This design comes from an exercise in tuning for small area, a short achievable clock period and few clock cycles per item on the open sky130 flow, not from production work. Only simulation tests tie the RTL to the original design; equivalence was not proved. Power and IR drop assume default switching activity.

==> design.v <==
`timescale 1ns / 1ps
package cle_pkg;
    localparam logic [2:0] OP_START  = 3'd0;
    localparam logic [2:0] OP_INS_HD = 3'd1;
    localparam logic [2:0] OP_INS_TL = 3'd2;
    localparam logic [2:0] OP_INS_AF = 3'd3;
    localparam logic [2:0] OP_DELETE = 3'd4;
    localparam logic [2:0] OP_LIST   = 3'd5;
    localparam logic [1:0] ST_OK       = 2'd0;
    localparam logic [1:0] ST_EMPTY    = 2'd1;
    localparam logic [1:0] ST_NOT_FND  = 2'd2;
    localparam logic [1:0] ST_FULL     = 2'd3;
endpackage
`timescale 1ns / 1ps
module cle_datapath (
    input  logic        i_clk,
    input  logic        i_rst_n,
    input  logic        i_valid,
    output logic        o_ready,
    input  logic [2:0]  i_op,
    input  logic [31:0] i_new_value,
    input  logic [31:0] i_anchor_key,
    output logic        o_valid,
    input  logic        i_ready,
    output logic [31:0] o_element,
    output logic [1:0]  o_status,
    output logic        o_final,
    output logic [6:0]  o_occupancy
);
    localparam int N = 64;
    logic        q_v;
    logic [2:0]  q_op;
    logic [31:0] q_val, q_cmp;
    logic [31:0] r_el [N];
    logic [N-1:0] r_tm;
    logic [6:0]  r_cnt;
    logic [6:0]  r_li;    
    logic        o_v, s_v;
    logic [41:0] o_d, s_d;
    logic go, empty, full, last_ls, consume, found;
    logic op_start, op_hd, op_tl, op_af, op_del, op_ls;
    logic [N-1:0] m, pf;
    logic [N-1:0] sel_up, sel_dn, sel_bus, sel_hold;
    logic [31:0] bus;
    logic [41:0] res;
    logic [1:0]  st;
    logic [6:0]  occ;
    assign empty = ~r_tm[0];
    assign full  = r_tm[N-1];
    assign go    = q_v & ~s_v;
    assign op_start = (q_op == cle_pkg::OP_START) |
                      ((q_op == cle_pkg::OP_INS_HD || q_op == cle_pkg::OP_INS_TL ||
                        q_op == cle_pkg::OP_INS_AF) & empty);
    assign op_hd  = (q_op == cle_pkg::OP_INS_HD) & ~empty & ~full;
    assign op_tl  = (q_op == cle_pkg::OP_INS_TL) & ~empty & ~full;
    assign op_af  = (q_op == cle_pkg::OP_INS_AF) & ~empty & ~full;
    assign op_del = (q_op == cle_pkg::OP_DELETE) & ~empty;
    assign op_ls  = (q_op == cle_pkg::OP_LIST) & ~empty;
    assign last_ls = (r_li + 7'd1 == r_cnt);
    assign consume = go & ~(op_ls & ~last_ls);
    assign o_ready = ~q_v | consume;
    always_comb begin
        for (int i = 0; i < N; i++) m[i] = (r_el[i] == q_cmp) & r_tm[i];
    end
    always_comb begin
        logic [N-1:0] p;
        p = m;
        for (int l = 1; l < N; l = l * 2) begin
            p = p | (p << l);
        end
        pf = p;
    end
    assign found = pf[N-1];
    assign bus = op_ls ? r_el[0] : q_val;
    always_comb begin
        for (int i = 0; i < N; i++) begin
            logic tl_pos, last_pos;
            tl_pos   = ~r_tm[i] & ((i == 0) ? 1'b1 : r_tm[(i == 0) ? 0 : i - 1]);
            last_pos = r_tm[i] & ((i == N - 1) ? 1'b1 : ~r_tm[(i == N - 1) ? i : i + 1]);
            sel_bus[i] = go & (((op_start | op_hd) & (i == 0)) | (op_tl & tl_pos) |
                               (op_ls & last_pos) |
                               ((i == 0) ? 1'b0 :
                                (op_af & m[(i == 0) ? 0 : i - 1] &
                                 ((i < 2) ? 1'b1 : ~pf[(i < 2) ? 0 : i - 2]))));
            sel_up[i]  = go & (i != 0) & (op_hd | ((i < 2) ? 1'b0 : (op_af & pf[(i < 2) ? 0 : i - 2])));
            sel_dn[i]  = go & (i != N - 1) & ((op_del & pf[i]) |
                                              (op_ls & r_tm[(i == N - 1) ? i : i + 1]));
            sel_hold[i] = ~(sel_bus[i] | sel_up[i] | sel_dn[i]);
        end
    end
    always_ff @(posedge i_clk) begin
        for (int i = 0; i < N; i++) begin
            r_el[i] <= ({32{sel_hold[i]}} & r_el[i]) |
                       ({32{sel_up[i]}}   & r_el[(i == 0) ? 0 : i - 1]) |
                       ({32{sel_dn[i]}}   & r_el[(i == N - 1) ? i : i + 1]) |
                       ({32{sel_bus[i]}}  & bus);
        end
    end
    always_comb begin
        st  = cle_pkg::ST_OK;
        occ = r_cnt;
        case (q_op)
            cle_pkg::OP_START: occ = 7'd1;
            cle_pkg::OP_INS_HD, cle_pkg::OP_INS_TL, cle_pkg::OP_INS_AF: begin
                if (empty) occ = 7'd1;
                else if (full) st = cle_pkg::ST_FULL;
                else if (q_op == cle_pkg::OP_INS_AF && !found) st = cle_pkg::ST_NOT_FND;
                else occ = r_cnt + 7'd1;
            end
            cle_pkg::OP_DELETE: begin
                if (empty) st = cle_pkg::ST_EMPTY;
                else if (!found) st = cle_pkg::ST_NOT_FND;
                else occ = r_cnt - 7'd1;
            end
            cle_pkg::OP_LIST: if (empty) st = cle_pkg::ST_EMPTY;
            default: ;
        endcase
    end
    assign res = {op_ls ? r_el[0] : 32'd0, st, op_ls ? last_ls : 1'b1, occ};
    always_ff @(posedge i_clk) begin
        if (!i_rst_n) begin
            q_v   <= 1'b0;
            r_tm  <= '0;
            r_cnt <= '0;
            r_li  <= '0;
            o_v   <= 1'b0;
            s_v   <= 1'b0;
        end else begin
            if (o_ready & i_valid) begin
                q_v <= 1'b1;
            end else if (consume) begin
                q_v <= 1'b0;
            end
            if (go) begin
                r_cnt <= occ;
                if (op_start) begin
                    r_tm <= N'(1);
                end else if ((op_hd | op_tl | (op_af & found))) begin
                    r_tm <= {r_tm[N-2:0], 1'b1};
                end else if (op_del & found) begin
                    r_tm <= {1'b0, r_tm[N-1:1]};
                end
                if (op_ls) r_li <= last_ls ? 7'd0 : r_li + 7'd1;
            end
            if (!o_v | i_ready) begin
                o_v <= s_v | go;
                s_v <= 1'b0;
            end else if (go) begin
                s_v <= 1'b1;
            end
        end
    end
    always_ff @(posedge i_clk) begin
        if (o_ready & i_valid) begin
            q_op  <= i_op;
            q_val <= i_new_value;
            q_cmp <= (i_op == cle_pkg::OP_INS_AF) ? i_anchor_key : i_new_value;
        end
        if (!o_v | i_ready) begin
            o_d <= s_v ? s_d : res;
        end else if (go) begin
            s_d <= res;
        end
    end
    assign o_valid = o_v;
    assign {o_element, o_status, o_final, o_occupancy} = o_d;
endmodule
`timescale 1ns / 1ps
module circular_list_engine (
    input  logic        i_clk,
    input  logic        i_rst_n,
    input  logic        in_valid,
    output logic        in_ready,
    input  logic [2:0]  in_op,
    input  logic [31:0] in_new_value,
    input  logic [31:0] in_anchor_key,
    output logic        out_valid,
    input  logic        out_ready,
    output logic [31:0] out_element,
    output logic [1:0]  out_status,
    output logic        out_final_res,
    output logic [6:0]  out_occupancy
);
    cle_datapath u_dp (
        .i_clk(i_clk), .i_rst_n(i_rst_n),
        .i_valid(in_valid), .o_ready(in_ready), .i_op(in_op),
        .i_new_value(in_new_value), .i_anchor_key(in_anchor_key),
        .o_valid(out_valid), .i_ready(out_ready), .o_element(out_element),
        .o_status(out_status), .o_final(out_final_res),
        .o_occupancy(out_occupancy)
    );
endmodule
==> run.sh <==
#!/bin/bash
# synth_recipe.tcl (not shown) runs the flow's synth.tcl, then flattens the netlist and writes it again
# the make line also repeats each setting of config.mk as NAME=value (left out here)
make -C /OpenROAD-flow-scripts/flow DESIGN_CONFIG=/design/flow/config.mk WORK_HOME=/design/flow/orfs CLKGATE_MAP_FILE= SYNTH_SCRIPT=/design/flow/synth_recipe.tcl finish
==> config.mk <==
export PLATFORM = sky130hd
export DESIGN_NAME = circular_list_engine
export DESIGN_NICKNAME = circular_list_engine
export VERILOG_FILES = /design/flow/design.v
export SDC_FILE = /design/flow/constraint.sdc
export NUM_CORES = 4
export LEC_CHECK = 0
export CAP_MARGIN = 20
export CORE_MARGIN = 2
export CORE_UTILIZATION = 40
export SLEW_MARGIN = 20
==> constraint.sdc <==
create_clock -name core_clock -period 5.0 [get_ports {i_clk}]
set_input_delay 1.0000 -clock core_clock [delete_from_list [all_inputs] [get_ports {i_clk}]]
set_output_delay 1.0000 -clock core_clock [all_outputs]
set_load 0.01 [all_outputs]
==> out/qor.yml <==
max_freq_ghz: 0.191
yosys.area.top_type: "dfxtp_1"
grt_usage: 0.510
rows: 208
layout_common_cells: "2128 x dfxtp_1, 1633 x a221o_1, 1511 x xor2_1"
hold_class: "register to register"
synthTopCellsByArea: "dfxtp_1 33%, a221o_1 13%, xor2_1 10%"
fin_crit_sh: 1.05
syn_area_um2: 129000
drcViolationCount: 0
setup_viol: 109
grt_pass1_vias: 125553
netlist_instances: 14046
worst_slack_ns: -0.233
syn_to_final_growth_pct: 18.5
fin_skew_ns: 0.0554
p_per_area_nw_per_um2: 312
critPathRequiredTime_ns: 5.92
cts_tree: "built"
status: "failed layout checks"
maxCapViolCount: 0
ant_nets: 0
drt-total-wl_um: 867000
grt_util_met2: 0.675
design_area_um2: 153000
overflow: 0
antenna_found_initial: 136
syn_avg_cell_area_um2: 9.18
htreeDepth: 5
dpl_cell_area_um2: 143000
finish.utilization: 0.476
tightest_slew_ns: 1.25
clock_path_buffers: 4
hold_violations: 0
port_buffers: 114
hpwl_um: 628000
worstSkewPairLatency_ns: 0.98
synth_top_area_frac: 0.330
syn_nets: 14120
use_met1: 0.649
path_max_fanout: 32
nets: 14346
rsz0062_at_grt: "no"
grt_max_degree: 78
yosysWarnings: 2
cts_buffers: 283
die_h_um: 572
synth_top_flop_cell: "dfxtp_1"
io_pins: 115
num_vias: 141460
so_faults: "setup timing"
endpoint_kind: "register"
gp_congestion: 1.08
synthArstFlopShare: 0
drtIter0Drc: 26296
synthDistinctLibCells: 112
fp.dieArea_um2: 327000
slew_headroom: 0.164
place_ws_ns: -0.114
synth-edff-count: 151
core-area_um2: 321000
postCtsHoldBufs: 0
maxSlewViolCount: 0
via_per_inst: 7.44
mostFrequentLayoutCell: "dfxtp_1"
grt_first_pass_wirelength_um: 1150000
startpoint_type: "register"
ys_seq_elements: 2280
grt_util_met3: 0.208
crit_type: "register to register"
cts_sinks: 2280
initial_core_util: 0.402
dr.pass1.iters: 10
die_w_um: 572
drive_above_1_share: 0.136
wire_per_inst_um: 45.6
cp.arrival_ns: 6.16
leakage_nw: 58.3
clk_pin_slew_ns: 0.06
yosysSeqAreaShare: 0.366
busiest_layer: "met2"
peakVddDrop_v: 0.000319
min_period_ns: 5.23
root_buffer: "clkbuf_16"
## synthesized netlist by cell type (33+ instances only)
master     instances
buf_2            219
a221o_1         1633
o211ai_1          67
nand2b_1          90
nor2_1           288
a21oi_1           78
nand4_1          303
nand2_1         1384
o21ai_1          160
inv_1            327
nand4b_1          66
or3_1             46
nor4b_1           46
buf_4            141
xor2_1          1513
edfxtp_1         151
o22ai_1           72
xnor2_1          534
a21o_1            42
nor4_1           650
dfxtp_1         2129
a221oi_1          72
mux2_2            40
mux2i_1           61
a222oi_1         134
o221ai_1          33
o21ai_0          733
buf_6             74
a22o_1           718
nand3_1          286
a22oi_1          155
nor3_1           161
o2bb2ai_1        341
clkbuf_1         812
or4_1             61
## area by class of cell
class,count,area [um^2]
diodes,220,551
clock buffers,393,8200
clock inverters,97,1040
fillers,30980,168000
inverters,329,1230
multi-input cells,10155,76100
flip-flops and latches,2280,47200
well taps,4305,5390
repair buffers,1223,13200
## worst max-delay path, cell delays in order, from the launching register on
cell and delay (ns):
edfxtp_1 0.46, buf_12 0.28, buf_12 0.26, xor2_1 0.43, buf_4 0.20, nor4_1 0.05, nand4_1 0.09, or3_1 0.22
nand3_1 0.30, buf_4 0.27, nor3_4 0.39, and2_2 0.40, nand4_1 0.50, buf_4 0.34, nand2_1 0.10, nor4bb_4 0.35
buf_12 0.25, a221o_1 0.18
## metrics by stage
stage	instances	total power, mW	setup TNS [ns]	hold slack (ns)
floorplan	14046	22.4	0	0.444
global placement	18288	26.0	-7.12	0.454
detailed placement	18289	25.9	-5.78	0.468
CTS	18779	46.9	0	0.475
global route	18850	48.0	0	0.507
finish	19002	47.6	-16.15	0.474
## where the power goes
group / switching [mW] / internal (mW) / leakage [nW] / total, mW
logic: 4.61 / 1.72 / 34.9 / 6.33
registers: 0.950 / 18.8 / 18.8 / 19.8
clock network: 9.18 / 12.3 / 4.57 / 21.5
total: 14.7 / 32.9 / 58.3 / 47.6
## sequential cells by signal, indices dropped and copies added (netlist names), 3 cells and up
register    count
u_dp.r_tm      64
u_dp.r_li       7
u_dp.s_d       42
u_dp.q_cmp     32
u_dp.o_d       42
u_dp.q_val     32
u_dp.r_el    2048
u_dp.q_op       3
u_dp.r_cnt      7
## layer usage
| layer | part of all wire | vias up | routed length (um) |
|---|---|---|---|
| met3 | 0.14 | 3115 | 123000 |
| met1 | 0.38 | 69918 | 333000 |
| li1 | - | 55173 | - |
| met5 | 0.00048 | - | 412 |
| met2 | 0.39 | 13212 | 339000 |
| met4 | 0.083 | 42 | 71600 |
## final timing paths
path,startpoint,to,slack [ns],cells past startpoint
max,u_dp.q_cmp[11],u_dp.r_el[61][3],-0.23,17
min reg2reg,u_dp.r_li[6],u_dp.r_li[6],0.47,2
min,u_dp.r_li[6],u_dp.r_li[6],0.47,2
max reg2reg,u_dp.q_cmp[11],u_dp.r_el[61][3],-0.23,17
## logic make-up (layout without fill, tap and decap cells)
logic type / count (synthesis) / in the layout / share of synthesized area
flops: 2280 / 2280 / 0.366
other cells: 0 / 220 / 0
xor+xnor: 2047 / 2047 / 0.139
buf+inv: 1611 / 2042 / 0.0580
mux: 101 / 101 / 0.00823
simple gates: 3608 / 3608 / 0.145
compound gates: 4396 / 4396 / 0.284
fa+ha+maj: 3 / 3 / 0.000291
## repair_timing
| item | in CTS | in global routing |
|---|---|---|
| setup buffers | 0 | 3 |
| hold endpoints to repair | 0 | 0 |
| setup endpoints to repair | 147 | 433 |
| pin swaps | 0 | 3 |
| gates resized for setup | 7 | 16 |
Testbench counts, summed over its fixed seeds: cycles 78,924, ops 16,000.

## separate check: timing with driven ports
Ports are ideal in the flow. The routed layout listed here was re-timed in OpenROAD.
Step 1 assumes that a clkbuf_16 drives the clock port and a buf_2 every other input.
Step 2 also shifts input and output timing later by t, the mid clock arrival at the registers, as if the neighbouring blocks saw the same clock.
a / b / c = no drivers / after step 1 / after step 2; a / b = the first two.
shift t [ns]: 1.079
slack for setup (ns): -0.233 / -0.233 / -0.233
worst setup path at the end: register to register
For this run, drivers alone change the setup slack by 0.000 ns; drivers and shift together by 0.000 ns.
